This is an optimization exercise on Yosys and OpenROAD, whose aim is a short achievable clock period and few clock cycles per item, not a production implementation.
Only the layout flow was run in this run; the RTL was not checked for function there.
Power and IR drop assume default switching activity.

--- flow/design.v ---
module qoi_pixel_decoder #(
    parameter int CNT_W  = 32,
    parameter int FIFO_D = 32
) (
    input  logic                 clk,
    input  logic                 rst,
    input  logic                 start,
    input  logic [CNT_W-1:0]     frame_pixels,
    input  logic [7:0]           in_data,
    input  logic                 in_valid,
    output logic                 in_ready,
    output logic [31:0]          pix_data,
    output logic                 pix_valid,
    input  logic                 pix_ready,
    output logic                 busy,
    output logic                 done,
    output logic                 err
);
    localparam int FA_W = $clog2(FIFO_D);
    logic             r_busy, r_done, r_inRdy, r_err, r_init;
    logic [CNT_W-1:0] r_frame;
    logic             w_start, w_acc;
    assign w_start   = start && !r_busy;
    assign w_acc     = in_valid && r_inRdy;
    assign in_ready  = r_inRdy;
    assign busy      = r_busy;
    assign done      = r_done;
    assign err       = r_err;
    logic       b_valid;
    logic [7:0] b_data;
    always_ff @(posedge clk) begin
        b_data  <= in_data;
        b_valid <= !rst && w_acc;
    end
    typedef enum logic [1:0] { K_RGB, K_RGBA, K_LUMA } kind_t;
    logic [31:0]      r_prev;
    logic [5:0]       r_hprev;
    logic [2:0]       r_ph;         
    kind_t            r_kind;
    logic [7:0]       r_a0, r_a1, r_a2;    
    logic [5:0]       r_hacc;
    logic [CNT_W-1:0] r_rem;        
    logic             r_mph;        
    logic [3:0]       r_mkAcc;      
    logic [31:0]      r_index [0:63];
    logic [63:0]      r_ivalid;
    logic             wp_valid;
    logic [5:0]       wp_h;
    logic [31:0]      wp_pix;
    logic             w_cmp;        
    logic [31:0]      w_pix;
    logic [5:0]       w_h;
    logic [5:0]       w_n1;         
    logic             w_isRun;
    logic             w_end, w_trunc;
    logic [5:0]       w_n1Eff;
    logic             w_dec;
    logic [7:0]       w_dg;
    logic [5:0]       w_idx;
    logic [31:0]      w_idxPix;
    logic             w_idxVal;
    logic [5:0]       w_diffH, w_lumaH;
    assign w_dec = b_valid && !r_mph;
    assign w_idx = b_data[5:0];
    assign w_dg  = {2'b00, b_data[5:0]} - 8'd32;
    always_comb begin
        if (wp_valid && wp_h == w_idx) begin
            w_idxPix = wp_pix;
            w_idxVal = 1'b1;
        end else begin
            w_idxPix = r_index[w_idx];
            w_idxVal = r_ivalid[w_idx];
        end
    end
    assign w_diffH = 6'd3 * (6'(b_data[5:4]) - 6'd2) + 6'd5 * (6'(b_data[3:2]) - 6'd2) +
                     6'd7 * (6'(b_data[1:0]) - 6'd2);
    assign w_lumaH = 6'd3 * (6'(b_data[7:4]) - 6'd8) + 6'd7 * (6'(b_data[3:0]) - 6'd8);
    always_comb begin
        w_cmp   = 1'b0;
        w_pix   = r_prev;
        w_h     = r_hprev;
        w_n1    = 6'd0;
        w_isRun = 1'b0;
        if (r_ph == 3'd0) begin
            if (b_data[7:6] == 2'b00) begin
                w_cmp = 1'b1;
                w_pix = w_idxVal ? w_idxPix : 32'h0;
                w_h   = w_idxVal ? w_idx : 6'd0;
            end else if (b_data[7:6] == 2'b01) begin
                w_cmp = 1'b1;
                w_pix = {r_prev[31:24] + {6'b0, b_data[5:4]} - 8'd2,
                         r_prev[23:16] + {6'b0, b_data[3:2]} - 8'd2,
                         r_prev[15:8]  + {6'b0, b_data[1:0]} - 8'd2,
                         r_prev[7:0]};
                w_h   = r_hprev + w_diffH;
            end else if (b_data[7:6] == 2'b11 && b_data[5:1] != 5'b11111) begin
                w_cmp   = 1'b1;
                w_n1    = b_data[5:0];
                w_isRun = 1'b1;
            end
        end else begin
            case (r_kind)
                K_LUMA: begin
                    w_cmp = 1'b1;
                    w_pix = {r_a0 + {4'b0, b_data[7:4]} - 8'd8, r_a1,
                             r_a2 + {4'b0, b_data[3:0]} - 8'd8, r_prev[7:0]};
                    w_h   = r_hacc + w_lumaH;
                end
                K_RGB: if (r_ph == 3'd3) begin
                    w_cmp = 1'b1;
                    w_pix = {r_a0, r_a1, b_data, r_prev[7:0]};
                    w_h   = r_hacc + 6'(b_data) * 6'd7;
                end
                default: if (r_ph == 3'd4) begin
                    w_cmp = 1'b1;
                    w_pix = {r_a0, r_a1, r_a2, b_data};
                    w_h   = r_hacc + 6'(b_data) * 6'd11;
                end
            endcase
        end
    end
    assign w_end   = w_isRun ? (r_rem <= CNT_W'(w_n1) + CNT_W'(1)) : (r_rem == CNT_W'(1));
    assign w_trunc = w_isRun && (r_rem < CNT_W'(w_n1) + CNT_W'(1));
    assign w_n1Eff = w_trunc ? 6'(r_rem - CNT_W'(1)) : w_n1;
    always_ff @(posedge clk) begin
        if (r_init) begin
            r_prev   <= 32'h0000_00FF;
            r_hprev  <= 6'd53;
            r_ph     <= 3'd0;
            r_rem    <= r_frame;
            r_mph    <= 1'b0;
            r_ivalid <= '0;
            wp_valid <= 1'b0;
        end else begin
            wp_valid <= 1'b0;
            if (w_dec) begin
                if (w_cmp) begin
                    r_prev   <= w_pix;
                    r_hprev  <= w_h;
                    r_ph     <= 3'd0;
                    r_rem    <= r_rem - (CNT_W'(w_n1) + CNT_W'(1));
                    wp_valid <= 1'b1;
                    wp_h     <= w_h;
                    wp_pix   <= w_pix;
                    if (w_end) r_mph <= 1'b1;
                end else if (r_ph == 3'd0) begin
                    r_ph <= 3'd1;
                    if (b_data == 8'hFE) begin
                        r_kind <= K_RGB;
                        r_hacc <= 6'(r_prev[7:0]) * 6'd11;
                    end else if (b_data == 8'hFF) begin
                        r_kind <= K_RGBA;
                        r_hacc <= 6'd0;
                    end else begin
                        r_kind <= K_LUMA;
                        r_a0   <= r_prev[31:24] + w_dg;
                        r_a1   <= r_prev[23:16] + w_dg;
                        r_a2   <= r_prev[15:8]  + w_dg;
                        r_hacc <= r_hprev + 6'(w_dg) * 6'd15;
                    end
                end else begin
                    r_ph <= r_ph + 3'd1;
                    case (r_ph)
                        3'd1: begin r_a0 <= b_data; r_hacc <= r_hacc + 6'(b_data) * 6'd3; end
                        3'd2: begin r_a1 <= b_data; r_hacc <= r_hacc + 6'(b_data) * 6'd5; end
                        default: begin r_a2 <= b_data; r_hacc <= r_hacc + 6'(b_data) * 6'd7; end
                    endcase
                end
            end
            if (wp_valid) r_ivalid[wp_h] <= 1'b1;
        end
        if (wp_valid) r_index[wp_h] <= wp_pix;
    end
    logic [31:0]     f_pix [0:FIFO_D-1];
    logic [5:0]      f_n1  [0:FIFO_D-1];
    logic [FA_W-1:0] f_wr, f_rd;
    logic [FA_W:0]   f_cnt, w_fCntNext;
    logic            w_push, w_pop;
    logic [31:0]     o_pix;
    logic [5:0]      o_n1;
    logic            o_valid, w_oValidNext, w_oFree;
    assign w_push  = w_dec && w_cmp;
    assign w_oFree = !o_valid || (pix_ready && o_n1 == 6'd0);
    assign w_pop   = w_oFree && (f_cnt != '0);
    assign w_fCntNext = f_cnt + (FA_W+1)'(w_push) - (FA_W+1)'(w_pop);
    assign w_oValidNext = w_oFree ? (f_cnt != '0) : 1'b1;
    always_ff @(posedge clk) begin
        if (w_push) begin
            f_pix[f_wr] <= w_pix;
            f_n1[f_wr]  <= w_n1Eff;
        end
        if (rst || r_init) begin
            f_wr  <= '0;
            f_rd  <= '0;
            f_cnt <= '0;
        end else begin
            if (w_push) f_wr <= f_wr + FA_W'(1);
            if (w_pop)  f_rd <= f_rd + FA_W'(1);
            f_cnt <= w_fCntNext;
        end
        if (rst) o_valid <= 1'b0;
        else     o_valid <= w_oValidNext;
        if (w_pop) begin
            o_pix <= f_pix[f_rd];
            o_n1  <= f_n1[f_rd];
        end else if (o_valid && pix_ready) begin
            o_n1  <= o_n1 - 6'd1;
        end
    end
    assign pix_data  = o_pix;
    assign pix_valid = o_valid;
    logic       w_mkByte, w_mkDoneNext;
    logic [3:0] w_mkAccNext;
    assign w_mkByte     = w_acc && !r_init && (r_mph || (w_dec && w_cmp && w_end));
    assign w_mkAccNext  = r_mkAcc + 4'(w_mkByte);
    assign w_mkDoneNext = (w_mkAccNext == 4'd8);
    always_ff @(posedge clk) begin
        if (rst) begin
            r_busy  <= 1'b0;
            r_done  <= 1'b0;
            r_inRdy <= 1'b0;
            r_err   <= 1'b0;
            r_init  <= 1'b0;
        end else begin
            r_init <= w_start;
            if (w_start) begin
                r_busy  <= 1'b1;
                r_done  <= 1'b0;
                r_inRdy <= 1'b1;
                r_err   <= 1'b0;
                r_frame <= frame_pixels;
                r_mkAcc <= 4'd0;
            end else if (r_busy) begin
                r_mkAcc <= w_mkAccNext;
                r_inRdy <= !w_mkDoneNext && (w_fCntNext <= (FA_W+1)'(FIFO_D - 2));
                r_done  <= !r_done && w_mkDoneNext && (w_fCntNext == '0) && !w_oValidNext;
                if (r_done) r_busy <= 1'b0;
                if (w_dec && w_cmp && w_trunc) r_err <= 1'b1;
                if (w_mkByte && in_data != ((r_mkAcc == 4'd7) ? 8'h01 : 8'h00)) r_err <= 1'b1;
            end
        end
    end
endmodule
--- flow/run.sh ---
#!/bin/bash
# synth_recipe.tcl (not shown) runs the flow's synth.tcl, then flattens the netlist and writes it again
# the make line also repeats each setting of config.mk as NAME=value (left out here)
make -C /OpenROAD-flow-scripts/flow DESIGN_CONFIG=/design/flow/config.mk WORK_HOME=/design/flow/orfs CLKGATE_MAP_FILE= SYNTH_SCRIPT=/design/flow/synth_recipe.tcl finish
--- flow/config.mk ---
export PLATFORM = sky130hd
export DESIGN_NAME = qoi_pixel_decoder
export DESIGN_NICKNAME = qoi_pixel_decoder
export VERILOG_FILES = /design/flow/design.v
export SDC_FILE = /design/flow/constraint.sdc
export NUM_CORES = 4
export LEC_CHECK = 0
export CAP_MARGIN = 20
export CORE_MARGIN = 2
export CORE_UTILIZATION = 30
export SLEW_MARGIN = 20
--- flow/constraint.sdc ---
create_clock -name core_clock -period 13.0 [get_ports {clk}]
set_input_delay 2.6000 -clock core_clock [delete_from_list [all_inputs] [get_ports {clk}]]
set_output_delay 2.6000 -clock core_clock [all_outputs]
set_load 0.01 [all_outputs]
==> notes.md <==
==> metal layers <==
layer  global-route usage, %  part of all wire [%]  vias to the layer above
met3                    2.80                   7.9                      655
li1                        -                     -                    30100
met1                    21.2                    40                    39800
met5                       0                     0                        -
met2                    26.7                    49                     3469
met4                    5.13                   3.5                        0
==> final timing paths <==
path,from,end,slack (ps),depth (start not counted)
worst max register to register,r_ph[1],r_done,6510,28
worst min register to register,r_frame[10],r_rem[10],460,2
worst max-delay path,r_ph[1],r_done,6510,28
worst min-delay path,r_frame[10],r_rem[10],460,2
==> layout by cell type, fill, tap and decap left out, types with 17 or more instances in the layout <==
master,netlist,layout
nand4_1,17,17
nor2_4,0,100
a221oi_1,42,42
clkinv_2,0,65
nor2b_1,35,32
xor2_1,53,53
dfxtp_1,143,128
xnor2_1,103,103
fa_1,63,63
nand2b_1,19,18
clkbuf_16,0,365
mux4_2,972,972
nand3_1,55,54
a31oi_1,45,44
a211oi_1,26,19
a22oi_1,30,29
a21oi_1,199,189
mux2_2,50,50
nor3_1,47,46
bufinv_16,0,32
o21ai_0,132,132
buf_4,34,233
clkbuf_1,184,78
clkdlybuf4s50_1,0,81
clkinv_1,2,76
mux2i_1,90,90
inv_1,194,191
nand2_1,247,246
nor2_1,334,223
edfxtp_1,3440,3440
ha_1,171,170
a21o_1,35,35
==> area by class of cell <==
cell class | count | share of cell area, %
repair buffers | 328 | 1.69
diodes | 7 | 0.0105
flip-flops and latches | 3583 | 63.7
clock buffers | 449 | 5.70
inverters | 198 | 0.452
clock inverters | 210 | 1.28
well taps | 6425 | 4.82
multi-input cells | 3023 | 22.4
==> cell families after synthesis <==
family | after synthesis | synth area share, %
adder cells (fa/ha/maj) | 234 | 2.35
AND/OR/NAND/NOR | 847 | 2.61
XOR/XNOR | 156 | 0.943
flip-flops | 3583 | 73.3
AO/OA/AOI/OAI | 674 | 3.01
buffers and inverters | 568 | 1.68
multiplexers | 1112 | 16.1
==> report_power, final <==
part | internal (mW) | leakage, nW | total, mW | switching [mW]
combinational | 1.80 | 14.0 | 4.48 | 2.68
sequential | 13.5 | 32.2 | 13.7 | 0.213
clock | 5.86 | 5.68 | 10.3 | 4.47
==> registers in the layout, indices dropped and copies added, names as in the netlist, 3 cells and up, named ones only <==
| name | count |
|---|---|
| r_hprev | 6 |
| r_ivalid | 64 |
| b_data | 8 |
| r_rem | 32 |
| o_n1 | 6 |
| f_cnt | 6 |
| f_pix | 1024 |
| o_pix | 32 |
| wp_h | 6 |
| f_rd | 5 |
| r_ph | 3 |
| r_a1 | 8 |
| r_frame | 32 |
| f_n1 | 192 |
| r_prev | 32 |
| r_a0 | 8 |
| r_mkAcc | 4 |
| r_a2 | 8 |
| wp_pix | 32 |
| r_index | 2048 |
| r_hacc | 6 |
| f_wr | 5 |
==> synth_stat cells (8+ instances only) <==
library cell,number
nor3_1,47
and2_1,11
mux2_2,50
nor2_1,334
a221o_1,9
nor2b_1,35
nand3_1,55
a311oi_1,8
a21oi_1,199
xnor2_1,103
and3_1,15
buf_4,34
a31oi_1,45
clkbuf_1,184
o31ai_1,9
o211ai_1,8
a22oi_1,30
nand2_1,247
nand2b_1,19
a22o_1,16
ha_1,171
buf_6,11
a211o_1,10
dfxtp_1,143
nor4_1,15
buf_2,69
or3_1,15
buf_1,72
o21a_1,9
mux4_2,972
o21bai_1,13
a32oi_1,13
edfxtp_1,3440
a211oi_1,26
fa_1,63
inv_1,194
or2_2,8
xor2_1,53
o22ai_1,11
o21ai_0,132
a221oi_1,42
mux2i_1,90
a21o_1,35
nand4_1,17
==> through the flow <==
stage	std cells	power, mW	hold WS, ps	area, sq um	util, %
6_report	14200	28.5	464	167000	34.6
3_5_place_dp	13500	18.4	455	155000	32.2
5_1_grt	14200	29.5	498	167000	34.6
2_1_floorplan	7174	16.8	431	145000	-
3_3_place_gp	13500	18.3	443	155000	32.2
4_1_cts	14200	28.7	471	167000	34.6
==> worst max-delay path, delay by kind of cell (launching register included) <==
family	cells	cell delay, ps
adder cells (fa/ha/maj)	4	1120
flip-flops	1	370
XOR/XNOR	2	300
AO/OA/AOI/OAI	7	1260
AND/OR/NAND/NOR	12	2860
buffers and inverters	3	480
==> notes.md <==
Worst EP arrival 7280 ps; Synth Cell Area 145000 sq um; Worst setup EP type register; Starting Density approximately 30%; Ys Warns 1; Core Area 481000 sq um; Max H-tree Level 5; Pwr Density roughly 170 nW/um^2; Antenna Nets Post-Route 0; Post-synth EDFFs 3440; multi-input combinational cell area 37300 sq um; area delta synth->final 15.1%; grt ovf 0; IO Pins 82; ratio of final minimum period to clock period between 40% and 50%; largest net degree at the start of global routing between 100 and 150; cts hold-fix bufs 0; post-synth top area cell edfxtp_1; final setup fails 0; All-Layer GR Usage 16.0%; CTS clk-pin slew, worst paths 70 ps; crit-path max cell delay 580 ps; Root Driver clkbuf_16; DIE HEIGHT approximately 700 um; Setup Total Neg Slack 0 ps; drt first-iter violations 9442; CTS tree built; slew at the pin closest to its max-slew limit approximately 1200 ps; sequential cell area 106000 sq um; Total Die Area 488000 sq um; LEAKAGE 51.9 nW; Vias about 74000; drt pass-1 iters 6; initial antenna violation count 15; Post-Syn Instances around 7000; Clock Sinks 3583; CTS buffer count 359; Critical Path Start Type register; drt total wl 402000 um; vias in the first global route 75400; Yosys reg bits 3583; Worst Path Required 13800 ps; Via density 5.20; outcome timing/DRC/antenna clean; CP max-delay cell nor2b_1; Seq/Total Area, Yosys 73.3%; nets 7772; width of the die between 600 and 700 um; syn_area_per_cell approximately 20 sq um; DP Worst Slack roughly 6600 ps; Worst VDD drop 0.000154 V; Slew HR 18.1%; ys async rst share 0%; Yosys top cell area share 71.3%; # resized after CTS 0; final hold vios 0; fin. max-slew vios 0; clk latency of the worst-skew pair 980 ps; DPL Wire Length 223000 um; Worst Skew 114 ps; Max Fclk ~150 MHz; post-DR wirelength/cell roughly 28 um; Fillers 44400; share of layout cells above drive strength 1 25.2%; DRC Markers 0; CP max FO 17; post-CTS setup buffers 0; Synth Net Count 7453; RSZ-0062 raised after global routing false; crit path kind register to register; Port Buffers 81; Hold WC Path Type register to register; dominant synthesized flop cell edfxtp_1; # rows about 260; Worst Setup Slack, final 6510 ps; min cycle time layout 6490 ps; first-pass GRT wire length 566000 um; Routability Congestion 0.856; max cap viols 0; Area contributors post-synth edfxtp_1 (71%), mux4_2 (15%), dfxtp_1 (2.0%); clk buf depth 4; number of distinct library cells after synthesis 80

[what the ideal ports hide]
How much do the figures lean on ideal ports? The routed layout below was timed once more, with nothing changed but the port constraints. Step 1 (the two cells are an assumption about what drives the block):
set clk [get_ports {clk}]
set_driving_cell -lib_cell sky130_fd_sc_hd__clkbuf_16 $clk
set_driving_cell -lib_cell sky130_fd_sc_hd__buf_2 [delete_from_list [all_inputs] $clk]
Step 2, shift: input delay + t, output delay - t, t = (earliest + latest rising clock arrival at the registers) / 2. This alone moves slack from input paths to output paths. a / b / c = no drivers / after step 1 / after step 2; a / b = the first two.
t (ns): 1.010
slack for setup (ns): 6.513 / 6.513 / 6.513
latest minus earliest clock arrival (ns): 0.117 / 0.117
After both steps this run still meets setup and hold. For this run, drivers alone change the setup slack by 0.000 ns; drivers and shift together by 0.000 ns.
